This is an optimization exercise on Yosys and OpenROAD, whose aim is a short achievable clock period and few clock cycles, not a production implementation.
At most, simulation tests tie the RTL to the original design; equivalence was not proved.
No functional check of the RTL was part of runs 1 and 2.
Power figures rest on the tool's default switching activity, not on a simulated workload.

===== flow/config.mk =====
export PLATFORM = sky130hd
export DESIGN_NAME = pwl_sqrt_top
export DESIGN_NICKNAME = pwl_sqrt_top
export VERILOG_FILES = /design/flow/design.v
export SDC_FILE = /design/flow/constraint.sdc
export NUM_CORES = 4
export LEC_CHECK = 0
export ABC_CLOCK_PERIOD_IN_PS = 4000
export CAP_MARGIN = 20
export CORE_MARGIN = 2
export CORE_UTILIZATION = 55
export CTS_CLUSTER_DIAMETER = 120
export CTS_CLUSTER_SIZE = 20
export PLACE_DENSITY = 0.68
export SLEW_MARGIN = 20

===== flow/constraint.sdc =====
create_clock -name core_clock -period 15.0 [get_ports {clk}]
set_input_delay 3.0000 -clock core_clock [delete_from_list [all_inputs] [get_ports {clk}]]
set_output_delay 3.0000 -clock core_clock [all_outputs]
set_load 0.01 [all_outputs]

===== flow/standard.sh =====
#!/bin/bash
# synth_recipe.tcl (not shown) runs the flow's synth.tcl, then flattens the netlist and writes it again
# the make line also repeats each setting of config.mk as NAME=value (left out here)
make -C /OpenROAD-flow-scripts/flow DESIGN_CONFIG=/design/flow/config.mk WORK_HOME=/design/flow/orfs CLKGATE_MAP_FILE= SYNTH_SCRIPT=/design/flow/synth_recipe.tcl "${@:-finish}"

===== flow/design.v =====
package pwl_pkg;
  localparam int A_W   = 24;  
  localparam int B_W   = 16;  
  localparam int LEN_W = 16;  
  localparam int U_W   = 32;  
  localparam int R_W   = 33;  
  localparam int Y_W   = 16;  
  localparam int T_W   = 32;  
  localparam int P_W   = 11;  
  localparam int UP_CREDITS = 4;                     
  localparam int Q_DEPTH    = 8;                     
  localparam int Q_PTR_W    = $clog2(Q_DEPTH);
  localparam int Q_CNT_W    = $clog2(Q_DEPTH + 1);
  localparam int TX_CREDITS = 2;                     
  localparam int TXC_W      = $clog2(TX_CREDITS + 1);
  localparam int TOL_SHIFT = 2;   
  localparam int K_MAX     = 10;  
  localparam int ISQRT_D0  = 4;
  localparam int ISQRT_N2  = 2;
  localparam int ISQRT_LAT = ISQRT_N2 + (Y_W - ISQRT_D0 - 2 * ISQRT_N2);  
endpackage
`timescale 1ns/100ps
module pwl_seg_rx (
  input  logic                            clk,
  input  logic                            rst_n,
  input  logic                            rst_q,      
  input  logic                            in_valid,   
  input  logic [pwl_pkg::A_W-1:0]         in_a,
  input  logic signed [pwl_pkg::B_W-1:0]  in_b,
  input  logic [pwl_pkg::LEN_W-1:0]       in_len,
  output logic                            in_credit,  
  output logic                            rx_valid,
  output logic [pwl_pkg::A_W-1:0]         rx_a,
  output logic signed [pwl_pkg::B_W-1:0]  rx_b,
  output logic [pwl_pkg::LEN_W-1:0]       rx_lm1,     
  output logic signed [pwl_pkg::R_W-1:0]  rx_uf,      
  input  logic                            rx_pop
);
  localparam int A_W   = pwl_pkg::A_W;
  localparam int B_W   = pwl_pkg::B_W;
  localparam int L_W   = pwl_pkg::LEN_W;
  localparam int R_W   = pwl_pkg::R_W;
  localparam int QD    = pwl_pkg::Q_DEPTH;
  localparam int QP_W  = pwl_pkg::Q_PTR_W;
  localparam int QC_W  = pwl_pkg::Q_CNT_W;
  logic           s0_v;
  logic [A_W-1:0] s0_a;
  logic [B_W-1:0] s0_b;
  logic [L_W-1:0] s0_len;
  always_ff @(posedge clk) begin
    s0_v   <= in_valid;   
    s0_a   <= in_a;
    s0_b   <= in_b;
    s0_len <= in_len;
  end
  localparam int PP_W = B_W + 2;
  logic                  s1_v;
  logic [A_W-1:0]        s1_a;
  logic [B_W-1:0]        s1_b;
  logic [L_W-1:0]        s1_lm1;
  logic signed [PP_W-1:0] s1_p [8];
  logic signed [PP_W-1:0] b1;     
  logic signed [PP_W-1:0] b2;
  logic signed [PP_W-1:0] b3;
  assign b1 = $signed(s0_b);
  assign b2 = b1 <<< 1;
  assign b3 = b1 + b2;
  always_ff @(posedge clk) begin
    if (!rst_q) s1_v <= 1'b0;
    else        s1_v <= s0_v;
    s1_a   <= s0_a;
    s1_b   <= s0_b;
    s1_lm1 <= s0_len - 1'b1;
    for (int i = 0; i < 8; i++) begin
      case (s0_len[2*i +: 2])
        2'd0:    s1_p[i] <= '0;
        2'd1:    s1_p[i] <= b1;
        2'd2:    s1_p[i] <= b2;
        default: s1_p[i] <= b3;
      endcase
    end
  end
  localparam int G_W = B_W + 6;
  logic                  s2_v;
  logic [A_W-1:0]        s2_a;
  logic [B_W-1:0]        s2_b;
  logic [L_W-1:0]        s2_lm1;
  logic signed [G_W-1:0] s2_g [3];
  always_ff @(posedge clk) begin
    if (!rst_q) s2_v <= 1'b0;
    else        s2_v <= s1_v;
    s2_a    <= s1_a;
    s2_b    <= s1_b;
    s2_lm1  <= s1_lm1;
    s2_g[0] <= s1_p[0] + (s1_p[1] <<< 2) + (s1_p[2] <<< 4);
    s2_g[1] <= s1_p[3] + (s1_p[4] <<< 2) + (s1_p[5] <<< 4);
    s2_g[2] <= s1_p[6] + (s1_p[7] <<< 2);
  end
  localparam int H_W = B_W + 12;
  logic                  s3_v;
  logic [A_W-1:0]        s3_a;
  logic [B_W-1:0]        s3_b;
  logic [L_W-1:0]        s3_lm1;
  logic signed [R_W-1:0] s3_lo;
  logic signed [H_W-1:0] s3_hi;
  logic signed [R_W-1:0] g0;
  logic signed [H_W-1:0] g1;
  logic signed [H_W-1:0] g2;
  assign g0 = s2_g[0];
  assign g1 = s2_g[1];
  assign g2 = s2_g[2];
  always_ff @(posedge clk) begin
    if (!rst_q) s3_v <= 1'b0;
    else        s3_v <= s2_v;
    s3_a   <= s2_a;
    s3_b   <= s2_b;
    s3_lm1 <= s2_lm1;
    s3_lo  <= $signed({{(R_W-A_W){1'b0}}, s2_a}) + g0;
    s3_hi  <= g1 + (g2 <<< 6);
  end
  logic signed [R_W-1:0] hi;
  logic signed [R_W-1:0] wr_uf;
  assign hi    = s3_hi;
  assign wr_uf = s3_lo + (hi <<< 6);
  logic [A_W-1:0]        mem_a   [QD];
  logic [B_W-1:0]        mem_b   [QD];
  logic [L_W-1:0]        mem_lm1 [QD];
  logic [R_W-1:0]        mem_uf  [QD];
  logic [QP_W-1:0]       wr_ptr;
  logic [QP_W-1:0]       rd_ptr;
  always_ff @(posedge clk) begin
    if (s3_v) begin
      mem_a[wr_ptr]   <= s3_a;
      mem_b[wr_ptr]   <= s3_b;
      mem_lm1[wr_ptr] <= s3_lm1;
      mem_uf[wr_ptr]  <= wr_uf;
    end
  end
  assign rx_a   = mem_a[rd_ptr];
  assign rx_b   = mem_b[rd_ptr];
  assign rx_lm1 = mem_lm1[rd_ptr];
  assign rx_uf  = mem_uf[rd_ptr];
  logic [QC_W-1:0] qcnt;    
  logic [QC_W-1:0] qcnt_in;  
  logic            ne_keep;  
  logic            ne_pop;   
  assign qcnt_in = qcnt + s3_v;
  assign ne_keep = (qcnt != '0) || s3_v;
  assign ne_pop  = (qcnt_in > 1);
  always_ff @(posedge clk) begin
    if (!rst_q) begin
      wr_ptr   <= '0;
      rd_ptr   <= '0;
      qcnt     <= '0;
      rx_valid <= 1'b0;
    end else begin
      if (s3_v)   wr_ptr <= wr_ptr + 1'b1;
      if (rx_pop) rd_ptr <= rd_ptr + 1'b1;
      qcnt     <= rx_pop ? qcnt_in - 1'b1 : qcnt_in;
      rx_valid <= rx_pop ? ne_pop : ne_keep;   
    end
  end
  logic [2:0]      owed;
  logic [QC_W-1:0] held;
  logic            pop_q;
  logic            give;
  assign give = ((owed != '0) || s0_v) && (held - pop_q < QD);
  always_ff @(posedge clk) begin
    if (!rst_q) begin
      owed  <= '0;
      held  <= pwl_pkg::UP_CREDITS;
      pop_q <= 1'b0;
    end else begin
      owed  <= owed + s0_v - give;
      held  <= held - pop_q + give;
      pop_q <= rx_pop;
    end
  end
  always_ff @(posedge clk) begin
    if (!rst_n || !rst_q) in_credit <= 1'b0;
    else                  in_credit <= give;
  end
endmodule
`timescale 1ns/100ps
module pwl_isqrt (
  input  logic                     clk,
  input  logic                     sq_en,    
  input  logic [pwl_pkg::U_W-1:0]  sq_arg,
  output logic [pwl_pkg::Y_W-1:0]  sq_root
);
  localparam int U_W = pwl_pkg::U_W;
  localparam int Y_W = pwl_pkg::Y_W;
  localparam int RW  = Y_W + 4;                  
  localparam int NS  = pwl_pkg::ISQRT_LAT + 1;   
  localparam int D0  = pwl_pkg::ISQRT_D0;
  localparam int N2  = pwl_pkg::ISQRT_N2;
  function automatic int first_digit(input int s);
    if (s == 0)       first_digit = 0;
    else if (s <= N2) first_digit = D0 + 2 * (s - 1);
    else              first_digit = D0 + 2 * N2 + (s - 1 - N2);
  endfunction
  logic [U_W-1:0] arg  [NS];  
  logic [RW-1:0]  rem  [NS];  
  logic [Y_W-1:0] root [NS];  
  assign arg[0]  = sq_arg;
  assign rem[0]  = '0;
  assign root[0] = '0;
  for (genvar s = 0; s < NS; s++) begin : g_stage
    localparam int FD = first_digit(s);
    localparam int ND = first_digit(s + 1) - FD;
    logic [RW-1:0]  r  [ND+1];
    logic [Y_W-1:0] q  [ND+1];
    assign r[0] = rem[s];
    assign q[0] = root[s];
    for (genvar d = 0; d < ND; d++) begin : g_digit
      localparam logic [RW-1:0] MASK = ({{(RW-1){1'b0}}, 1'b1} << (FD + d + 2)) - 1'b1;
      logic [RW-1:0] rem_sh;  
      logic [RW-1:0] trial;   
      logic [RW-1:0] diff;
      logic          borrow;  
      assign rem_sh = {r[d][RW-3:0], arg[s][U_W-1-2*d -: 2]};
      assign trial  = {2'b00, q[d], 2'b01};
      assign {borrow, diff} = {1'b0, rem_sh} - {1'b0, trial};
      assign r[d+1] = (borrow ? rem_sh : diff) & MASK;
      assign q[d+1] = {q[d][Y_W-2:0], !borrow};
    end
    if (s < NS - 1) begin : g_reg
      always_ff @(posedge clk) if (sq_en) begin
        arg[s+1]  <= arg[s] << (2 * ND);
        rem[s+1]  <= r[ND];
        root[s+1] <= q[ND];
      end
    end else begin : g_out
      assign sq_root = q[ND];   
    end
  end
endmodule
`timescale 1ns/100ps
module pwl_sqrt_seg (
  input  logic                            clk,
  input  logic                            rst_q,     
  input  logic                            rx_valid,
  input  logic [pwl_pkg::A_W-1:0]         rx_a,
  input  logic signed [pwl_pkg::B_W-1:0]  rx_b,
  input  logic [pwl_pkg::LEN_W-1:0]       rx_lm1,
  input  logic signed [pwl_pkg::R_W-1:0]  rx_uf,
  output logic                            rx_pop,
  output logic                            pc_valid,
  output logic [pwl_pkg::P_W-1:0]         pc_len,
  output logic [pwl_pkg::Y_W-1:0]         pc_y0,
  output logic [pwl_pkg::Y_W-1:0]         pc_y1,
  input  logic                            pc_adv     
);
  localparam int A_W  = pwl_pkg::A_W;
  localparam int B_W  = pwl_pkg::B_W;
  localparam int L_W  = pwl_pkg::LEN_W;
  localparam int U_W  = pwl_pkg::U_W;
  localparam int R_W  = pwl_pkg::R_W;
  localparam int Y_W  = pwl_pkg::Y_W;
  localparam int P_W  = pwl_pkg::P_W;
  localparam int KN   = pwl_pkg::K_MAX + 1;        
  localparam int LAT  = pwl_pkg::ISQRT_LAT;
  logic                  gv;     
  logic signed [R_W-1:0] acc;    
  logic [L_W-1:0]        lm1;    
  logic signed [B_W-1:0] b;
  logic signed [R_W-1:0] uf;     
  logic [KN-1:0] ge;
  logic [KN-1:0] h;
  always_comb begin
    ge[0] = 1'b1;
    for (int j = 1; j < KN; j++)
      ge[j] = !acc[R_W-1] && (acc[U_W-1:0] >> (2 * (j + pwl_pkg::TOL_SHIFT))) != '0;
    for (int j = 0; j < KN - 1; j++)
      h[j] = ge[j] && !ge[j+1];
    h[KN-1] = ge[KN-1];
  end
  logic signed [R_W-1:0] sum  [KN];
  logic [L_W-1:0]        lsub [KN];
  logic [KN-1:0]         fits;   
  logic signed [R_W-1:0] bx;     
  assign bx = b;
  for (genvar j = 0; j < KN; j++) begin : g_cand
    assign sum[j]  = acc + (bx <<< j);
    assign lsub[j] = lm1 - ({{(L_W-1){1'b0}}, 1'b1} << j);
    assign fits[j] = (lm1 >> j) == '0;
  end
  logic signed [R_W-1:0] sumk;
  logic [L_W-1:0]        lsubk;
  logic                  last;
  always_comb begin
    sumk  = '0;
    lsubk = '0;
    for (int j = 0; j < KN; j++) begin
      sumk  = sumk  | (sum[j]  & {R_W{h[j]}});
      lsubk = lsubk | (lsub[j] & {L_W{h[j]}});
    end
    last = |(h & fits);
  end
  logic go;     
  logic take;   
  assign go     = gv && pc_adv;
  assign take   = rx_valid && (!gv || (go && last));
  assign rx_pop = take;
  always_ff @(posedge clk) begin
    if (!rst_q)          gv <= 1'b0;
    else if (take)       gv <= 1'b1;
    else if (go && last) gv <= 1'b0;
  end
  always_ff @(posedge clk) begin
    if (take) begin
      acc <= $signed({{(R_W-A_W){1'b0}}, rx_a});
      lm1 <= rx_lm1;
      b   <= rx_b;
      uf  <= rx_uf;
    end else if (go) begin
      acc <= sumk;
      lm1 <= lsubk;
    end
  end
  logic                  p1_v;
  logic signed [R_W-1:0] p1_u0;
  logic signed [R_W-1:0] p1_sum;
  logic signed [R_W-1:0] p1_uf;
  logic                  p1_last;
  logic [KN-1:0]         p1_h;
  logic [P_W-1:0]        p1_lm1;
  always_ff @(posedge clk) begin
    if (!rst_q)      p1_v <= 1'b0;
    else if (pc_adv) p1_v <= gv;
  end
  always_ff @(posedge clk) if (pc_adv) begin
    p1_u0   <= acc;
    p1_sum  <= sumk;
    p1_uf   <= uf;
    p1_last <= last;
    p1_h    <= h;
    p1_lm1  <= lm1[P_W-1:0];   
  end
  logic signed [R_W-1:0] p1_u1;
  logic [U_W-1:0]        u0;
  logic [U_W-1:0]        u1;
  logic [P_W-1:0]        plen;
  assign p1_u1 = p1_last ? p1_uf : p1_sum;
  assign u0    = p1_u0[R_W-1] ? '0 : p1_u0[U_W-1:0];
  assign u1    = p1_u1[R_W-1] ? '0 : p1_u1[U_W-1:0];
  assign plen  = p1_last ? p1_lm1 + 1'b1 : p1_h;
  pwl_isqrt i_sq0 (.clk(clk), .sq_en(pc_adv), .sq_arg(u0), .sq_root(pc_y0));
  pwl_isqrt i_sq1 (.clk(clk), .sq_en(pc_adv), .sq_arg(u1), .sq_root(pc_y1));
  logic           dv [LAT+1];
  logic [P_W-1:0] dl [LAT+1];
  assign dv[0] = p1_v;
  assign dl[0] = plen;
  for (genvar n = 0; n < LAT; n++) begin : g_dly
    always_ff @(posedge clk) begin
      if (!rst_q)      dv[n+1] <= 1'b0;
      else if (pc_adv) dv[n+1] <= dv[n];
    end
    always_ff @(posedge clk) if (pc_adv) dl[n+1] <= dl[n];
  end
  assign pc_valid = dv[LAT];
  assign pc_len   = dl[LAT];
endmodule
`timescale 1ns/100ps
module pwl_seg_tx (
  input  logic                       clk,
  input  logic                       rst_n,
  input  logic                       rst_q,      
  input  logic                       pc_valid,
  input  logic [pwl_pkg::P_W-1:0]    pc_len,
  input  logic [pwl_pkg::Y_W-1:0]    pc_y0,
  input  logic [pwl_pkg::Y_W-1:0]    pc_y1,
  output logic                       pc_adv,     
  output logic                       out_valid,
  output logic [pwl_pkg::T_W-1:0]    out_t,
  output logic [pwl_pkg::LEN_W-1:0]  out_len,
  output logic [pwl_pkg::Y_W-1:0]    out_y0,
  output logic [pwl_pkg::Y_W-1:0]    out_y1,
  input  logic                       out_credit   
);
  localparam int T_W = pwl_pkg::T_W;
  localparam int L_W = pwl_pkg::LEN_W;
  localparam int P_W = pwl_pkg::P_W;
  logic                       full;      
  logic [pwl_pkg::TXC_W-1:0]  cnt;       
  logic [pwl_pkg::TXC_W-1:0]  cnt_left;  
  logic                       full_nx;
  logic [T_W-1:0]             tacc;      
  assign pc_adv   = out_valid || !full;
  assign full_nx  = pc_adv ? pc_valid : full;
  assign cnt_left = cnt - out_valid;
  always_ff @(posedge clk) begin
    if (!rst_q) begin
      full <= 1'b0;
      cnt  <= pwl_pkg::TX_CREDITS;
      tacc <= '0;
    end else begin
      full <= full_nx;
      cnt  <= cnt_left + out_credit;
      if (pc_adv && pc_valid) tacc <= tacc + {{(T_W-P_W){1'b0}}, pc_len};
    end
  end
  always_ff @(posedge clk) begin
    if (!rst_n || !rst_q) out_valid <= 1'b0;
    else                  out_valid <= full_nx && ((cnt_left != '0) || out_credit);
  end
  localparam int E_W = T_W + P_W + 2 * pwl_pkg::Y_W;
  logic           load;
  logic [E_W-1:0] pc_e;    
  logic [E_W-1:0] hold;    
  assign load = pc_adv && pc_valid;
  assign pc_e = {tacc, pc_len, pc_y0, pc_y1};
  assign out_len[L_W-1:P_W] = '0;   
  always_ff @(posedge clk) begin
    hold <= load ? pc_e : {out_t, out_len[P_W-1:0], out_y0, out_y1};
  end
  always_ff @(posedge clk) begin
    {out_t, out_len[P_W-1:0], out_y0, out_y1} <= load ? pc_e : hold;
  end
endmodule
`timescale 1ns/100ps
module pwl_sqrt_top (
  input  logic                            clk,
  input  logic                            rst_n,
  input  logic                            in_valid,
  input  logic [pwl_pkg::A_W-1:0]         in_a,
  input  logic signed [pwl_pkg::B_W-1:0]  in_b,
  input  logic [pwl_pkg::LEN_W-1:0]       in_len,
  output logic                            in_credit,
  output logic                            out_valid,
  output logic [pwl_pkg::T_W-1:0]         out_t,
  output logic [pwl_pkg::LEN_W-1:0]       out_len,
  output logic [pwl_pkg::Y_W-1:0]         out_y0,
  output logic [pwl_pkg::Y_W-1:0]         out_y1,
  input  logic                            out_credit
);
  logic rst_q;
  always_ff @(posedge clk) rst_q <= rst_n;
  logic                           rx_valid;
  logic [pwl_pkg::A_W-1:0]        rx_a;
  logic signed [pwl_pkg::B_W-1:0] rx_b;
  logic [pwl_pkg::LEN_W-1:0]      rx_lm1;
  logic signed [pwl_pkg::R_W-1:0] rx_uf;
  logic                           rx_pop;
  logic                       pc_valid;
  logic [pwl_pkg::P_W-1:0]    pc_len;
  logic [pwl_pkg::Y_W-1:0]    pc_y0;
  logic [pwl_pkg::Y_W-1:0]    pc_y1;
  logic                       pc_adv;
  pwl_seg_rx i_rx (
    .clk(clk), .rst_n(rst_n), .rst_q(rst_q),
    .in_valid(in_valid), .in_a(in_a), .in_b(in_b), .in_len(in_len), .in_credit(in_credit),
    .rx_valid(rx_valid), .rx_a(rx_a), .rx_b(rx_b), .rx_lm1(rx_lm1), .rx_uf(rx_uf),
    .rx_pop(rx_pop)
  );
  pwl_sqrt_seg i_seg (
    .clk(clk), .rst_q(rst_q),
    .rx_valid(rx_valid), .rx_a(rx_a), .rx_b(rx_b), .rx_lm1(rx_lm1), .rx_uf(rx_uf),
    .rx_pop(rx_pop),
    .pc_valid(pc_valid), .pc_len(pc_len),
    .pc_y0(pc_y0), .pc_y1(pc_y1), .pc_adv(pc_adv)
  );
  pwl_seg_tx i_tx (
    .clk(clk), .rst_n(rst_n), .rst_q(rst_q),
    .pc_valid(pc_valid), .pc_len(pc_len),
    .pc_y0(pc_y0), .pc_y1(pc_y1), .pc_adv(pc_adv),
    .out_valid(out_valid), .out_t(out_t), .out_len(out_len),
    .out_y0(out_y0), .out_y1(out_y1), .out_credit(out_credit)
  );
endmodule

===== flow/flow/run.sh =====
#!/bin/bash
# The standard layout (standard.sh: the standard flow's synthesis and ORFS from floorplan
# to finish) with the same clock and constraints, but with synthesis mapped for
# a short cycle and timing repair asked to leave more setup slack than the
# 15 ns clock needs, so the layout reaches a shorter period.
set -euo pipefail
bash standard.sh SETUP_SLACK_MARGIN=11 finish > standard.log 2>&1

==> run_results.csv, run 1 <==
group,metric,value,unit
synthesis,syn_avg_cell_area,11.8,sq um
timing,period_share,0.289,
timing,tns,0,ps
floorplan,ios,142,
routing,vias_per_cell,6.07,
floorplan,fp.dieH,460,um
pwr,peakVddDrop,0.150,mV
global_route,grt_pass1_wl,465,mm
floorplan,core,207000,sq um
synthesis,synth_edf_count,1693,
synthesis,synth_seq_cells,2414,
timing,grt_setup_unrepaired,"true",
job,drv_cap,0,
placement,routabilityCongestion,0.994,
global_route,grt_start_max_net_pins,182,
layout,drive_gt1_frac,0.145,
pwr,p_comb_frac,0.522,
routing,vias,78000,
pwr,p_leak,49.8,nW
worst_setup_path,crit_path_end_kind,"flip-flop",
pwr,power_density,240,nW/um^2
routing,drc,0,
timing,setup_viol,0,
pwr,pwr-share-clk,0.129,
clock_network,cts_buffers,140,
pwr,switching_share,0.407,
synthesis,synth.cell_area,115000,sq um
routing,first_iter_violations,6997,
min_path,hold_start,"i_rx.s1_b[1]",
floorplan,die_w,460,um
global_route,antenna_found_initial,10,
worst_setup_path,r2r_start,"i_rx.s1_p[1][0]",
pwr,power_switching,12.5,mW
synthesis,synth_cell_types,100,
clock_network,root_buffer,"clkbuf_16",
synthesis,synthFlopType,"edfxtp_1",
clock_network,cts_max_level,4,
timing,timing.hold.ws,291,ps
timing,tightest_slew,1080,ps
layout,nets,10700,
routing,dr.pass1.iters,6,
floorplan,rows,167,
worst_setup_path,critPathKind,"reg -> reg",
synthesis,syn_inst,9667,
timing,slew_headroom,0.256,
worst_setup_path,worstPathRequired,15740,ps
pwr,intPower,18.3,mW
worst_setup_path,path_max_fanout,4,
timing,finalCriticalPeriod,4330,ps
routing,avgRoutedWirePerCell,24.4,um
min_path,hp-class,"reg -> reg",
worst_setup_path,cp-startpoint,"i_rx.s1_p[1][0]",
clock_network,holdBufCountCts,0,
clock_network,clk_pin_slew_worst_paths,80,ps
clock_network,cts_tree,"yes",
floorplan,dieArea,212000,sq um
synthesis,ys_seq_area_frac,0.570,
floorplan,initial_core_util,0.553,
routing,ant_nets,0,
placement,dp_hpwl,219,mm
timing,fmax,0.231,GHz
worst_setup_path,start_kind,"flip-flop",
placement,port_buffers,136,
timing,finalHoldViolCount,0,
global_route,grt.total_usage,0.292,
clock_network,clkSinkCount,2414,
layout,synthToLayoutAreaGrowth,12.0,%
timing,fin_skew,47.3,ps
worst_setup_path,crit_arrival,5070,ps
global_route,grt_overflow,0,
outcome,status,"no timing/DRC/antenna violations",
clock_network,clock_latency,850,ps
clock_network,clk_path_buf_depth,3,
synthesis,async_flop_share,0,
synthesis,yosysWarnings,36,
routing,routed_wl,314,mm
pwr,seqPwrFrac,0.349,
timing,slew_viol_final,0,
global_route,grt_pass1_vias,75700,
-- kinds of logic (layout without fill, tap and decap cells) --
kind of cell    count (synthesis)  count (layout)  synth area share
simple gates                 2501            2503            0.0982
flops                        2414            2414             0.570
compound gates               2169            2169             0.122
buf+inv                       884            1278            0.0295
fa+ha+maj                     692             692            0.0771
mux                           509             510            0.0654
xor+xnor                      497             497            0.0380
other cells                     1              14         0.0000327
-- layer usage --
layer / vias up / wire length [um] / GRT usage
met5: - / 15 / 0
met4: 2 / 20400 / 0.169
met3: 770 / 19900 / 0.0429
met2: 2875 / 147000 / 0.475
met1: 38200 / 127000 / 0.372
li1: 36200 / - / -
-- registers in the layout (all words and copies together), names as in the netlist, 65 cells and up, named ones only --
signal	count
i_rx.mem_uf	264
i_seg.i_sq1.arg	116
i_seg.i_sq0.arg	116
i_rx.mem_b	128
i_rx.mem_lm1	128
i_tx.hold	75
i_rx.s2_g	65
i_seg.i_sq0.rem	112
i_seg.dl	110
i_seg.i_sq1.rem	112
i_rx.mem_a	192
i_rx.s1_p	144
i_seg.i_sq0.root	102
i_seg.i_sq1.root	102
-- cell type report --
type,instances,area [sq um]
antenna,9,22.5
clock buffer,221,3890
clock inverter,16,313
fill,16100,78800
inverter,534,2060
multi-input combinational,6376,48500
sequential,2414,65400
tap,2788,3490
timing repair buffer,505,4590
timing repair inverter,2,17.5
-- cells in the final DEF (no fill, tap or decap), types with 58 or more instances in the layout --
| master | count |
|---|---|
| edfxtp_1 | 1693 |
| nand2_1 | 922 |
| nor2_1 | 662 |
| ha_1 | 633 |
| dfxtp_1 | 627 |
| a21oi_1 | 549 |
| inv_1 | 512 |
| o21ai_0 | 475 |
| xnor2_1 | 327 |
| buf_4 | 324 |
| mux2i_1 | 189 |
| mux4_2 | 178 |
| nor3_1 | 176 |
| nand3_1 | 161 |
| xor2_1 | 158 |
| a21o_1 | 144 |
| clkbuf_16 | 144 |
| o21a_1 | 141 |
| mux2_2 | 129 |
| buf_6 | 100 |
| nand2b_1 | 93 |
| nor2b_1 | 91 |
| dfxtp_2 | 88 |
| clkbuf_1 | 77 |
| o211ai_1 | 65 |
| clkdlybuf4s50_1 | 59 |
| a211oi_1 | 58 |
-- final timing paths --
kind	end	slack, ps	cells past startpoint
worst max-delay path	i_rx.s2_g[0][21]	10670	20
worst min-delay path	i_rx.s2_b[1]	290	0
worst max register to register	i_rx.s2_g[0][21]	10670	20
worst min register to register	i_rx.s2_b[1]	290	0
-- power groups by stage --
stage / registers, mW / logic (mW) / clock network [mW]
after floorplan: 10.4 / 10.4 / 0
after global placement: 11.0 / 13.6 / 0
after detailed placement: 11.1 / 13.8 / 0
after CTS: 10.8 / 15.1 / 4.09
after global routing: 10.9 / 17.5 / 4.32
final: 10.8 / 16.1 / 3.98
-- what timing repair did --
action | in CTS | in global routing
setup endpoints to repair | 444 | 338
resized for setup | 805 | 265
cloned | 4 | 2
pin swaps | 72 | 159
buffers inserted | 166 | 85
-- Yosys cell counts, drive strengths merged (76+ instances only) --
cell type,count,area share
nor3,192,0.0085
edfxtp,1693,0.44
mux2i,201,0.018
dfxtp,721,0.13
nor2b,100,0.0055
clkbuf,274,0.0090
nand2,936,0.031
ha,669,0.073
xnor2,335,0.026
nand2b,101,0.0055
xor2,162,0.012
o21ai,528,0.023
o21a,144,0.0094
a21o,146,0.0096
mux4,178,0.035
nand3,167,0.0073
inv,529,0.017
mux2,130,0.013
buf,76,0.0030
nor2,688,0.023
a21oi,598,0.026
-- through the flow --
stage | area [sq um] | total power, mW | instances | setup slack [ps] | utilization
finish | 128000 | 30.8 | 12900 | 10670 | 0.619
global route | 128000 | 32.8 | 12900 | 10530 | 0.619
CTS | 126000 | 29.9 | 12800 | 10600 | 0.610
detailed placement | 119000 | 24.9 | 12400 | 9790 | 0.575
global placement | 119000 | 24.6 | 12400 | 9820 | 0.575
floorplan | 115000 | 20.8 | 9671 | 10160 | -
-- critical path, cell delays in order (launching register included) --
cell and delay, ps:
dfxtp_1 310, ha_2 190, fa_2 370, a21o_1 180
a21oi_2 140, nor2b_1 60, o21a_1 210, o41ai_4 350
nor2b_1 100, o21ai_1 170, a21oi_1 120, ha_1 320
and3_1 200, a21oi_2 160, o21ai_2 90, o211a_1 240
o21a_1 200, o21a_1 190, o41a_1 320, xnor2_1 190
xnor2_1 130
==> run 2, diff against run 1 <==
--- a/flow/design.v
+++ b/flow/design.v
@@ -82,3 +82,3 @@
   end
-  localparam int G_W = B_W + 6;
+  localparam int Q_W = B_W + 5;
   logic                  s2_v;
@@ -87,3 +87,3 @@
   logic [L_W-1:0]        s2_lm1;
-  logic signed [G_W-1:0] s2_g [3];
+  logic signed [Q_W-1:0] s2_q [4];
   always_ff @(posedge clk) begin
@@ -91,10 +91,9 @@
     else        s2_v <= s1_v;
-    s2_a    <= s1_a;
-    s2_b    <= s1_b;
-    s2_lm1  <= s1_lm1;
-    s2_g[0] <= s1_p[0] + (s1_p[1] <<< 2) + (s1_p[2] <<< 4);
-    s2_g[1] <= s1_p[3] + (s1_p[4] <<< 2) + (s1_p[5] <<< 4);
-    s2_g[2] <= s1_p[6] + (s1_p[7] <<< 2);
+    s2_a   <= s1_a;
+    s2_b   <= s1_b;
+    s2_lm1 <= s1_lm1;
+    for (int i = 0; i < 4; i++)
+      s2_q[i] <= s1_p[2*i] + (s1_p[2*i+1] <<< 2);
   end
-  localparam int H_W = B_W + 12;
+  localparam int H_W = B_W + 9;
   logic                  s3_v;
@@ -103,10 +102,3 @@
   logic [L_W-1:0]        s3_lm1;
-  logic signed [R_W-1:0] s3_lo;
-  logic signed [H_W-1:0] s3_hi;
-  logic signed [R_W-1:0] g0;
-  logic signed [H_W-1:0] g1;
-  logic signed [H_W-1:0] g2;
-  assign g0 = s2_g[0];
-  assign g1 = s2_g[1];
-  assign g2 = s2_g[2];
+  logic signed [H_W-1:0] s3_r [2];
   always_ff @(posedge clk) begin
@@ -117,4 +109,21 @@
     s3_lm1 <= s2_lm1;
-    s3_lo  <= $signed({{(R_W-A_W){1'b0}}, s2_a}) + g0;
-    s3_hi  <= g1 + (g2 <<< 6);
+    for (int i = 0; i < 2; i++)
+      s3_r[i] <= s2_q[2*i] + (s2_q[2*i+1] <<< 4);
+  end
+  logic                  s4_v;
+  logic [A_W-1:0]        s4_a;
+  logic [B_W-1:0]        s4_b;
+  logic [L_W-1:0]        s4_lm1;
+  logic signed [R_W-1:0] s4_lo;
+  logic signed [H_W-1:0] s4_hi;
+  logic signed [R_W-1:0] r0;
+  assign r0 = s3_r[0];
+  always_ff @(posedge clk) begin
+    if (!rst_q) s4_v <= 1'b0;
+    else        s4_v <= s3_v;
+    s4_a   <= s3_a;
+    s4_b   <= s3_b;
+    s4_lm1 <= s3_lm1;
+    s4_lo  <= $signed({{(R_W-A_W){1'b0}}, s3_a}) + r0;
+    s4_hi  <= s3_r[1];
   end
@@ -122,4 +131,4 @@
   logic signed [R_W-1:0] wr_uf;
-  assign hi    = s3_hi;
-  assign wr_uf = s3_lo + (hi <<< 6);
+  assign hi    = s4_hi;
+  assign wr_uf = s4_lo + (hi <<< 8);
   logic [A_W-1:0]        mem_a   [QD];
@@ -131,6 +140,6 @@
   always_ff @(posedge clk) begin
-    if (s3_v) begin
-      mem_a[wr_ptr]   <= s3_a;
-      mem_b[wr_ptr]   <= s3_b;
-      mem_lm1[wr_ptr] <= s3_lm1;
+    if (s4_v) begin
+      mem_a[wr_ptr]   <= s4_a;
+      mem_b[wr_ptr]   <= s4_b;
+      mem_lm1[wr_ptr] <= s4_lm1;
       mem_uf[wr_ptr]  <= wr_uf;
@@ -146,4 +155,4 @@
   logic            ne_pop;   
-  assign qcnt_in = qcnt + s3_v;
-  assign ne_keep = (qcnt != '0) || s3_v;
+  assign qcnt_in = qcnt + s4_v;
+  assign ne_keep = (qcnt != '0) || s4_v;
   assign ne_pop  = (qcnt_in > 1);
@@ -156,3 +165,3 @@
     end else begin
-      if (s3_v)   wr_ptr <= wr_ptr + 1'b1;
+      if (s4_v)   wr_ptr <= wr_ptr + 1'b1;
       if (rx_pop) rd_ptr <= rd_ptr + 1'b1;
@@ -313,3 +322,2 @@
       lm1 <= rx_lm1;
-      b   <= rx_b;
       uf  <= rx_uf;
@@ -320,2 +328,7 @@
   end
+  logic signed [B_W-1:0] b_cp;
+  always_ff @(posedge clk) begin
+    b    <= take ? rx_b : b_cp;
+    b_cp <= take ? rx_b : b;
+  end
   logic                  p1_v;
--- a/flow/config.mk
+++ b/flow/config.mk
@@ -11,4 +11,4 @@
 export CORE_UTILIZATION = 55
-export CTS_CLUSTER_DIAMETER = 120
-export CTS_CLUSTER_SIZE = 20
+export CTS_CLUSTER_DIAMETER = 100
+export CTS_CLUSTER_SIZE = 30
 export PLACE_DENSITY = 0.68
==> run 2 against run 1 <==
Net effect:
- highest routed layer unchanged
- combinational power is 12% higher
- largest cell class unchanged
- still clean on timing, DRC and antenna
- first-iteration DRC count is 3.0% higher
- largest power group unchanged
- via count fell by 0.49%
==> run_results.csv, run 2 <==
group,metric,value,unit
synthesis,synthFlopType,"edfxtp_1",
synthesis,syn_avg_cell_area,11.9,sq um
timing,setup_viol,0,
worst_setup_path,worst_path_max_delay_cell,"dfxtp_4",
layout,nets,10900,
timing,period_share,0.289,
routing,routed_wl,304,mm
placement,routabilityCongestion,0.954,
worst_setup_path,critPathKind,"reg -> out",
placement,port_buffers,136,
global_route,grt_overflow,0,
timing,slew_headroom,0.209,
floorplan,die_w,466,um
timing,tns,0,ps
layout,synthToLayoutAreaGrowth,10.6,%
pwr,p_comb_frac,0.550,
timing,slew_viol_final,0,
floorplan,initial_core_util,0.553,
timing,fmax,0.231,GHz
synthesis,synth-simple-area-share,0.0969,
outcome,status,"no timing/DRC/antenna violations",
layout,reg_top3,"i_rx.mem_uf x264, i_rx.mem_a x192, i_rx.s1_p x144",
synthesis,synth_compound_area_frac,0.120,
worst_setup_path,worstPathRequired,12000,ps
clock_network,clkSinkCount,2554,
floorplan,ios,142,
timing,tightest_slew,1180,ps
clock_network,clk_path_buf_depth,3,
worst_setup_path,max_stage_delay,380,ps
worst_setup_path,crit_family,"flip-flops",
clock_network,clk_pin_slew_worst_paths,110,ps
synthesis,ys_seq_area_frac,0.579,
global_route,grt.total_usage,0.275,
timing,fin_skew,52.7,ps
clock_network,root_buffer,"clkbuf_16",
clock_network,clock_latency,840,ps
floorplan,fp.dieH,466,um
synthesis,synth_seq_cells,2554,
worst_setup_path,cp_cell_sequence,"buf_6",
pwr,switching_share,0.420,
synthesis,syn_inst,9837,
routing,avgRoutedWirePerCell,23.4,um
timing,finalCriticalPeriod,4330,ps
synthesis,synth_cell_types,94,
synthesis,yosysWarnings,37,
clock_network,cts_max_level,3,
synthesis,async_flop_share,0,
timing,finalHoldViolCount,0,
routing,ant_nets,0,
pwr,power_switching,13.8,mW
worst_setup_path,crit_arrival,1330,ps
worst_setup_path,path_max_fanout,2,
pwr,pwr-share-clk,0.109,
routing,drc,0,
synthesis,synth.most_common_cell,"edfxtp_1",
synthesis,synth_edf_count,1677,
global_route,antenna_found_initial,11,
synthesis,synth_top_area_cell,"edfxtp_1",
synthesis,synthMuxAreaShare,0.0611,
worst_setup_path,crit_path_end_kind,"output port",
layout,fill_cells,16600,
pwr,power_density,253,nW/um^2
clock_network,cts_tree,"yes",
floorplan,rows,169,
synthesis,synthTopCellsByArea,"edfxtp_1 (43%), dfxtp_1 (15%), ha_1 (7.2%)",
clock_network,cts_buffers,104,
pwr,seqPwrFrac,0.341,
synthesis,synthAdderAreaFrac,0.0754,
layout,drive_gt1_frac,0.131,
routing,vias_per_cell,5.97,
layout,layout_commonest_cell,"edfxtp_1",
floorplan,core,212000,sq um
placement,dp_hpwl,209,mm
layout,regMostFlops,"i_rx.mem_uf",
layout,largest_reg_flops,264,
timing,timing.hold.ws,321,ps
min_path,hp-class,"reg -> reg",
synthesis,synth.cell_area,117000,sq um
synthesis,netlist_top_cells_count,"edfxtp_1 (1677), nand2_1 (975), dfxtp_1 (877), ha_1 (670), nor2_1 (659)",
layout,layout_common_cells,"edfxtp_1 (1677), nand2_1 (963), dfxtp_1 (780)",
synthesis,synth_top_area_frac,0.430,
global_route,grt_start_max_net_pins,204,
routing,dr.pass1.iters,6,
routing,first_iter_violations,7205,
global_route,grt_pass1_wl,457,mm
pwr,p_leak,50.7,nW
worst_setup_path,cp_num_buf_inv,1,
job,drv_cap,0,
clock_network,holdBufCountCts,0,
routing,vias,77700,
global_route,grt_pass1_vias,75700,
pwr,peakVddDrop,0.156,mV
worst_setup_path,start_kind,"flip-flop",
synthesis,synth_xor_area_frac,0.0380,
pwr,intPower,19.0,mW
synthesis,synth_top_family_by_area,"compound AO/OA/AOI/OAI gates",
timing,grt_setup_unrepaired,"true",
floorplan,dieArea,217000,sq um
## run 2: cells by family (layout without fill, tap and decap cells)
| kind of cell | Yosys count | after routing |
|---|---|---|
| AO/OA/AOI/OAI | 2193 | 2193 |
| XOR/XNOR | 508 | 508 |
| adder cells (fa/ha/maj) | 693 | 693 |
| buffers and inverters | 886 | 1229 |
| flip-flops | 2554 | 2554 |
| multiplexers | 482 | 483 |
| other | 1 | 8 |
| AND/OR/NAND/NOR | 2520 | 2522 |
## run 2: per-stage QoR
step / setup WS [ps] / area (sq um) / cells / util / power, mW
after global placement: 9240 / 122000 / 12600 / 0.575 / 26.5
after floorplan: 10170 / 117000 / 9841 / - / 22.3
after detailed placement: 9000 / 122000 / 12600 / 0.575 / 26.9
after global routing: 10610 / 130000 / 13000 / 0.612 / 34.9
after CTS: 10600 / 128000 / 12900 / 0.603 / 31.6
final: 10670 / 130000 / 13000 / 0.612 / 32.8
## run 2: final cells by class
type / count / area [sq um] / share of cell area
repair buffers: 495 / 4580 / 0.0353
inverters: 540 / 2070 / 0.0160
clock buffers: 160 / 2830 / 0.0219
repair inverters: 3 / 26.3 / 0.000203
diodes: 3 / 7.51 / 0.0000579
multi-input cells: 6404 / 48100 / 0.371
clock inverters: 31 / 482 / 0.00371
well taps: 2821 / 3530 / 0.0272
flip-flops and latches: 2554 / 68100 / 0.525
## run 2: path summary, 6_finish.rpt
check	from	to	slack, ps	depth (start not counted)
max	i_tx.out_len[9]	out_len[9]	10670	1
min	i_rx.s3_r[1][3]	i_rx.s4_hi[3]	320	0
max reg2reg	i_seg.acc[10]	i_seg.acc[26]	10730	15
min reg2reg	i_rx.s3_r[1][3]	i_rx.s4_hi[3]	320	0
## run 2: what timing repair did
item	in CTS	in global routing
pin swaps	77	116
cloned	8	4
endpoints found under the setup margin	371	375
gates resized for setup	749	241
setup buffers	131	96
## run 2: per-layer routing
metal  vias up  wire [um]  global-route usage
met5         -        126                   0
met3       688      17600              0.0371
met1     37900     126000               0.356
li1      36500          -                   -
met4        16      16200               0.124
met2      2535     145000               0.463
## run 2: power by group through the flow
stage / clock network (mW) / registers (mW) / logic (mW)
6_report: 3.56 / 11.2 / 18.0
5_1_grt: 3.90 / 11.4 / 19.6
4_1_cts: 3.65 / 11.2 / 16.8
3_5_place_dp: 0 / 11.5 / 15.5
3_3_place_gp: 0 / 11.4 / 15.1
2_1_floorplan: 0 / 10.8 / 11.5
==> run 3, diff against run 2 <==
--- a/flow/design.v
+++ b/flow/design.v
@@ -322,2 +322,3 @@
       lm1 <= rx_lm1;
+      b   <= rx_b;
       uf  <= rx_uf;
@@ -328,7 +329,2 @@
   end
-  logic signed [B_W-1:0] b_cp;
-  always_ff @(posedge clk) begin
-    b    <= take ? rx_b : b_cp;
-    b_cp <= take ? rx_b : b;
-  end
   logic                  p1_v;
--- a/flow/config.mk
+++ b/flow/config.mk
@@ -11,4 +11,4 @@
 export CORE_UTILIZATION = 55
-export CTS_CLUSTER_DIAMETER = 100
-export CTS_CLUSTER_SIZE = 30
+export CTS_CLUSTER_DIAMETER = 120
+export CTS_CLUSTER_SIZE = 20
 export PLACE_DENSITY = 0.68
==> run 3 against run 2 <==
Net effect:
- global-route usage increased by 0.54 points
- sequential share of layout area shrank 0.91 points
- synthesized area is 0.20% lower
- first-iteration DRC count decreased by 15%
- register-to-register slack gained 70 ps
- critical endpoint is now out_t[28]
- highest routed layer unchanged
==> run_results.csv, run 3 <==
group,metric,value,unit
timing,timing.hold.ws,303,ps
synthesis,async_flop_share,0,
synthesis,synth_seq_cells,2538,
worst_setup_path,cp-startpoint,"i_tx.out_t[28]",
synthesis,synth_top_area_frac,0.435,
layout,regMostFlops,"i_rx.mem_uf",
worst_setup_path,path_max_fanout,2,
routing,ant_nets,0,
job,drv_cap,0,
global_route,grt_pass1_vias,76700,
layout,layout_common_cells,"edfxtp_1 (1693), nand2_1 (869), dfxtp_1 (759)",
routing,first_iter_violations,6089,
worst_setup_path,cp_cell_sequence,"buf_6",
routing,avgRoutedWirePerCell,23.7,um
clock_network,cts_buffers,147,
worst_setup_path,critPathKind,"reg -> out",
pwr,peakVddDrop,0.191,mV
timing,fmax,0.231,GHz
pwr,power_switching,12.9,mW
clock_network,holdBufCountCts,0,
timing,period_share,0.289,
min_path,hp-class,"reg -> reg",
floorplan,die_w,465,um
clock_network,cts_max_level,4,
pwr,seqPwrFrac,0.349,
layout,multi_input_area,48500,sq um
clock_network,clkSinkCount,2538,
layout,seq_area,67900,sq um
layout,layoutNonFillerInstCount,13000,
timing,fin_skew,97.8,ps
routing,dr.pass1.iters,6,
routing,routed_wl,308,mm
synthesis,yosysWarnings,37,
worst_setup_path,worst_r2r_path_depth,19,
worst_setup_path,worstPathRequired,12000,ps
worst_setup_path,crit_family,"flip-flops",
outcome,status,"no timing/DRC/antenna violations",
synthesis,synth_top_area_cell,"edfxtp_1",
layout,largest_reg_flops,264,
pwr,p_leak,51.4,nW
floorplan,rows,169,
worst_setup_path,timing.rr.end,"i_seg.acc[22]",
floorplan,dieArea,216000,sq um
placement,dp_hpwl,213,mm
placement,port_buffers,136,
synthesis,synth_edf_count,1693,
timing,setup_viol,0,
routing,vias,77700,
global_route,grt.total_usage,0.281,
layout,post-route-util,0.622,
synthesis,syn_inst,9705,
clock_network,clk_pin_slew_worst_paths,90,ps
layout,synthToLayoutAreaGrowth,12.5,%
synthesis,synth.most_common_cell,"edfxtp_1",
clock_network,root_buffer,"clkbuf_16",
timing,fin_ws,10670,ps
routing,drc,0,
min_path,hold_start,"i_rx.s3_r[1][8]",
worst_setup_path,reg2reg_setup_slack,10800,ps
synthesis,ys_seq_area_frac,0.579,
floorplan,initial_core_util,0.553,
global_route,grt_start_max_net_pins,226,
floorplan,ios,142,
min_path,hold_end,"i_rx.s4_hi[8]",
worst_setup_path,cp_num_buf_inv,1,
global_route,grt_pass1_wl,464,mm
synthesis,synth_cell_types,107,
pwr,switching_share,0.405,
min_path,min_path_cells,0,
layout,nets,10800,
synthesis,synthFlopType,"edfxtp_1",
worst_setup_path,crit_path_end_kind,"output port",
layout,layout_commonest_cell,"edfxtp_1",
clock_network,cts_tree,"yes",
synthesis,synth.cell_area,117000,sq um
pwr,p_comb_frac,0.519,
pwr,intPower,18.9,mW
timing,tns,0,ps
timing,finalCriticalPeriod,4330,ps
timing,tightest_slew,1130,ps
placement,dpl.cell_count,12500,
worst_setup_path,start_kind,"flip-flop",
clock_network,clock_latency,870,ps
pwr,pwr-share-clk,0.132,
layout,fill_cells,16500,
timing,slew_headroom,0.237,
timing,grt_setup_unrepaired,"true",
floorplan,core,212000,sq um
global_route,antenna_found_initial,10,
routing,vias_per_cell,5.97,
worst_setup_path,max_stage_delay,380,ps
global_route,grt_overflow,0,
floorplan,fp.dieH,465,um
timing,finalHoldViolCount,0,
pwr,power_density,241,nW/um^2
timing,slew_viol_final,0,
layout,drive_gt1_frac,0.153,
placement,post-place-ws,9040,ps
worst_setup_path,r2r_start,"i_seg.b[0]",
synthesis,syn_avg_cell_area,12.1,sq um
worst_setup_path,crit_cells,1,
worst_setup_path,crit_arrival,1330,ps
synthesis,netlist_top_cells_count,"edfxtp_1 (1693), nand2_1 (882), dfxtp_1 (845), ha_1 (670), nor2_1 (600)",
worst_setup_path,worst_path_max_delay_cell,"dfxtp_2",
synthesis,synthTopCellsByArea,"edfxtp_1 (43%), dfxtp_1 (14%), ha_1 (7.2%)",
placement,routabilityCongestion,0.962,
clock_network,clk_path_buf_depth,3,
layout,reg_top3,"i_rx.mem_uf x264, i_rx.mem_a x192, i_rx.s1_p x144",
==> run 3: cell count changes in the layout (fill, tap and decap cells not counted), moves of 21 or more <==
cell / change
mux2i_1: -103
a21oi_1: +42
nand2_1: -94
o21a_1: -26
buf_4: +42
mux2_2: +60
a22o_1: +75
o21ai_0: -46
clkbuf_1: +24
clkbuf_16: +43
nor2_1: -55
dfxtp_1: -21
==> run 3: how the worst max path moves through the flow <==
| stage | end |
|---|---|
| after floorplan | i_rx.mem_a[6][0] |
| after global placement | i_seg.acc[1] |
| after detailed placement | i_seg.acc[11] |
| after CTS | out_len[4] |
| after global routing | out_len[4] |
| final | out_t[28] |
==> run 3: cell families (layout without fill, tap and decap cells) <==
group	after synthesis	after routing	synth area share
other	1	13	0.0000321
adders and majority gates	693	693	0.0756
AOI/OAI and AO/OA	2259	2259	0.126
and+or+nand+nor	2381	2383	0.0933
buffers and inverters	873	1342	0.0286
DFF	2538	2538	0.579
xor gates and xnor gates	514	514	0.0385
muxes	446	447	0.0588
==> run 3: final cells by class <==
cell class / count / share of cell area
Antenna cell: 8 / 0.000152
Clock buffer: 227 / 0.0304
Clock inverter: 20 / 0.00324
Inverter: 537 / 0.0157
Multi-Input combinational cell: 6301 / 0.369
Sequential cell: 2538 / 0.516
Tap cell: 2821 / 0.0268
Timing Repair Buffer: 557 / 0.0391
Timing Repair inverter: 1 / 0.0000666
==> run 3: power groups by stage <==
stage / Clock [mW] / Combinational (mW) / Sequential (mW)
2_1_floorplan: 0 / 10.4 / 10.7
3_5_place_dp: 0 / 14.1 / 11.4
6_report: 4.17 / 16.5 / 11.1
3_3_place_gp: 0 / 13.8 / 11.3
5_1_grt: 4.52 / 17.9 / 11.2
4_1_cts: 4.28 / 15.4 / 11.1
==> run 3: per-stage QoR <==
stage                     instance area [sq um]  power, mW
after global placement                   122000       25.1
after CTS                                130000       30.8
after floorplan                          117000       21.2
final                                    132000       31.7
after global routing                     132000       33.7
after detailed placement                 122000       25.5
==> run 3: metal layers <==
metal / track usage / vias up / part of all wire
met5: 0 / - / 0.00022
met4: 0.136 / 10 / 0.058
met3: 0.0395 / 739 / 0.057
met2: 0.477 / 2446 / 0.48
met1: 0.354 / 38000 / 0.41
li1: - / 36500 / -
==> run 3: repair_timing <==
action	CTS	global route
pin swaps	90	137
setup buffers	196	81
endpoints found under the setup margin	619	406
gates resized for setup	770	251
gates cloned	4	3
Testbench counts of run 3, summed over its fixed seeds: cycles 13,283.
==> run 4, diff against run 3 <==
--- a/flow/design.v
+++ b/flow/design.v
@@ -320,8 +320,5 @@
     if (take) begin
-      acc <= $signed({{(R_W-A_W){1'b0}}, rx_a});
       lm1 <= rx_lm1;
-      b   <= rx_b;
       uf  <= rx_uf;
     end else if (go) begin
-      acc <= sumk;
       lm1 <= lsubk;
@@ -329,2 +326,12 @@
   end
+  logic signed [R_W-1:0] acc_nx;
+  logic signed [R_W-1:0] acc_cp;
+  logic signed [B_W-1:0] b_cp;
+  assign acc_nx = take ? $signed({{(R_W-A_W){1'b0}}, rx_a}) : sumk;
+  always_ff @(posedge clk) begin
+    acc    <= (take || go) ? acc_nx : acc_cp;
+    acc_cp <= (take || go) ? acc_nx : acc;
+    b      <= take ? rx_b : b_cp;
+    b_cp   <= take ? rx_b : b;
+  end
   logic                  p1_v;
--- a/flow/config.mk
+++ b/flow/config.mk
@@ -11,4 +11,4 @@
 export CORE_UTILIZATION = 55
-export CTS_CLUSTER_DIAMETER = 120
-export CTS_CLUSTER_SIZE = 20
+export CTS_CLUSTER_DIAMETER = 100
+export CTS_CLUSTER_SIZE = 30
 export PLACE_DENSITY = 0.68
==> run 4 against run 3 <==
Net effect:
- still clean
- routed wire length is 6.0% higher
- die area up 2.1%
- sequential cell count rose by 49
- combinational power is 12% higher
- register-to-register slack improved by 90 ps
- final cell count is 0.61% higher
- synthesized cell count is 2.3% higher
- critical endpoint is now out_len[9]
- largest power group unchanged
==> run_results.csv, run 4 <==
group,metric,value,unit
outcome,status,"no timing/DRC/antenna violations",
floorplan,fp.dieH,470,um
clock_network,cts_buffers,105,
floorplan,dieArea,221000,sq um
synthesis,synthMuxAreaShare,0.0688,
pwr,intPower,19.1,mW
routing,vias,80300,
worst_setup_path,cp-startpoint,"i_tx.out_len[9]",
routing,first_iter_violations,6909,
synthesis,synth_top_area_frac,0.416,
timing,slew_viol_final,0,
synthesis,yosysWarnings,37,
synthesis,synthFlopType,"edfxtp_1",
global_route,grt_overflow,0,
timing,finalHoldViolCount,0,
synthesis,synth_edf_count,1653,
synthesis,synth_top_area_cell,"edfxtp_1",
synthesis,synth_top_family_by_area,"compound AO/OA/AOI/OAI gates",
timing,timing.hold.ws,326,ps
worst_setup_path,worst_r2r_path_depth,11,
min_path,hold_start,"i_rx.s1_b[10]",
layout,nets,10900,
worst_setup_path,worstPathRequired,12000,ps
layout,layoutNonFillerInstCount,13100,
timing,finalCriticalPeriod,4320,ps
job,drv_cap,0,
worst_setup_path,endpoint,"out_len[9]",
synthesis,synth.cell_area,119000,sq um
worst_setup_path,worst_path_max_delay_cell,"dfxtp_4",
clock_network,clkSinkCount,2587,
layout,layout_common_cells,"edfxtp_1 (1653), nand2_1 (879), dfxtp_1 (821)",
timing,fin_ws,10680,ps
placement,dp_hpwl,231,mm
worst_setup_path,timing.rr.end,"i_seg.p1_sum[32]",
timing,slew_headroom,0.194,
pwr,switching_share,0.430,
timing,tightest_slew,1200,ps
placement,post-place-ws,9400,ps
worst_setup_path,r2r_start,"i_seg.acc[9]",
synthesis,synth_cell_types,115,
global_route,grt.total_usage,0.288,
clock_network,clk_path_buf_depth,3,
synthesis,ys_seq_area_frac,0.572,
placement,port_buffers,136,
synthesis,netlist_top_cells_count,"edfxtp_1 (1653), dfxtp_1 (934), nand2_1 (895), ha_1 (667), nor2_1 (654)",
synthesis,synth.most_common_cell,"edfxtp_1",
synthesis,synth_compound_area_frac,0.124,
pwr,power_switching,14.4,mW
pwr,power,33.5,mW
placement,routabilityCongestion,1.07,
timing,setup_viol,0,
timing,grt_setup_unrepaired,"true",
clock_network,root_buffer,"clkbuf_16",
clock_network,cts_tree,"yes",
min_path,hp-class,"reg -> reg",
layout,drive_gt1_frac,0.140,
synthesis,syn_avg_cell_area,12.0,sq um
routing,avgRoutedWirePerCell,25.0,um
floorplan,initial_core_util,0.552,
worst_setup_path,critPathKind,"reg -> out",
floorplan,ios,142,
synthesis,synth_seq_cells,2587,
pwr,p_comb_frac,0.549,
placement,dpl.cell_count,12700,
pwr,power_density,256,nW/um^2
clock_network,clk_pin_slew_worst_paths,110,ps
routing,routed_wl,327,mm
worst_setup_path,cp_cell_sequence,"buf_6",
worst_setup_path,reg2reg_setup_slack,10890,ps
routing,vias_per_cell,6.13,
clock_network,holdBufCountCts,0,
worst_setup_path,crit_family,"flip-flops",
worst_setup_path,start_kind,"flip-flop",
global_route,grt_start_max_net_pins,186,
synthesis,synth-simple-area-share,0.0976,
timing,fmax,0.231,GHz
worst_setup_path,crit_path_end_kind,"output port",
layout,layout_commonest_cell,"edfxtp_1",
global_route,grt_pass1_wl,485,mm
worst_setup_path,path_max_fanout,2,
pwr,peakVddDrop,0.147,mV
synthesis,synth_xor_area_frac,0.0367,
routing,dr.pass1.iters,7,
pwr,seqPwrFrac,0.342,
layout,reg_top3,"i_rx.mem_uf x264, i_rx.mem_a x192, i_rx.s1_p x144",
worst_setup_path,cp_num_buf_inv,1,
floorplan,rows,171,
timing,period_share,0.288,
routing,drc,0,
placement,place_area,124000,sq um
routing,ant_nets,0,
floorplan,core,217000,sq um
layout,fill_cells,17100,
pwr,pwr-share-clk,0.108,
layout,regMostFlops,"i_rx.mem_uf",
clock_network,cts_max_level,3,
synthesis,syn_inst,9932,
clock_network,clock_latency,850,ps
timing,tns,0,ps
layout,largest_reg_flops,264,
layout,post-route-util,0.605,
synthesis,synthAdderAreaFrac,0.0737,
pwr,p_leak,50.7,nW
global_route,antenna_found_initial,14,
worst_setup_path,crit_cells,1,
synthesis,async_flop_share,0,
synthesis,synthTopCellsByArea,"edfxtp_1 (42%), dfxtp_1 (16%), ha_1 (7.0%)",
global_route,grt_pass1_vias,78500,
worst_setup_path,max_stage_delay,380,ps
worst_setup_path,crit_arrival,1320,ps
layout,stdcell_area,131000,sq um
layout,synthToLayoutAreaGrowth,9.59,%
timing,fin_skew,60.4,ps
floorplan,die_w,470,um
run 4: changes by cell type in the layout (fill, tap and decap cells not counted), sizes merged, moves of 23 or more:
cell | before | now
a21oi | 601 | 561
buf | 496 | 380
nand2b | 114 | 78
dfxtp | 845 | 934
nor2 | 601 | 658
inv | 544 | 503
nor3 | 181 | 224
mux2 | 154 | 257
edfxtp | 1693 | 1653
clkbuf | 229 | 165
o21a | 135 | 158
a21boi | 76 | 48
run 4: metal layers:
metal  up-vias  part of all wire  global-route usage
met5         -           0.00037                   0
met2      2931              0.47               0.480
met3       856             0.063              0.0439
li1      37200                 -                   -
met1     39300              0.40               0.362
met4        12             0.067               0.158
run 4: worst min path at each step:
stage          cells after the start            end  slack (ps)
2_1_floorplan                      0   i_rx.s1_a[0]         310
3_3_place_gp                       0  i_rx.s2_a[14]         310
3_5_place_dp                       0  i_rx.s2_a[23]         310
4_1_cts                            0   i_rx.s2_b[7]         320
5_1_grt                            0  i_rx.s2_b[10]         310
6_report                           0  i_rx.s2_b[10]         330
run 4: cell type report:
type	count	area, sq um	share of cell area
clock buffer	160	2880	0.0220
antenna	8	20.0	0.000153
inverter	495	1920	0.0146
multi-input combinational	6509	49400	0.377
tap	2854	3570	0.0273
sequential	2587	68500	0.523
clock inverter	31	490	0.00375
timing repair buffer	445	4110	0.0314
run 4: what timing repair did:
item                       4_1_cts  5_1_grt
cloned                           2        7
pin swaps                       35       64
gates resized for setup        684      183
setup endpoints to repair      381      466
setup buffers                   66       85
run 4: kinds of logic after synthesis:
kind of cell | Yosys count
fa+ha+maj | 690
compound gates | 2228
flops | 2587
buf+inv | 842
mux | 567
simple gates | 2516
xor+xnor | 501
other cells | 1
run 4: power by group through the flow:
stage | Sequential (mW) | Combinational, mW | Clock, mW
2_1_floorplan | 10.9 | 11.9 | 0
3_3_place_gp | 11.6 | 16.1 | 0
3_5_place_dp | 11.6 | 16.4 | 0
4_1_cts | 11.5 | 17.3 | 3.72
5_1_grt | 11.6 | 19.9 | 3.96
6_report | 11.5 | 18.4 | 3.63
Testbench counts of run 4, summed over its fixed seeds: cycles 13,283.

-- static timing again, ports no longer ideal --
Ports are ideal in the flow. The routed layouts listed here were re-timed in OpenROAD.
Step 1 assumes that a clkbuf_16 drives the clock port and a buf_2 every other input.
Step 2 also shifts input and output timing later by t, the mid clock arrival at the registers, as if the neighbouring blocks saw the same clock.
Three values: ideal ports, drivers, drivers and shift; two values: the first two.
run | t, ns | setup WS [ns] | worst setup path at the end | worst slew at a driven data input, ns | pins driven straight from the clock port
run 1 | 0.920 | 10.670 / 10.590 / 10.670 | register to register | 0.12 | 1
run 2 | 0.905 | 10.672 / 10.585 / 10.727 | register to register | 0.09 | 1
run 3 | 0.922 | 10.670 / 10.570 / 10.802 | register to register | 0.10 | 1
run 4 | 0.903 | 10.677 / 10.593 / 10.886 | register to register | 0.08 | 1
After both steps every run listed still meets setup and hold.
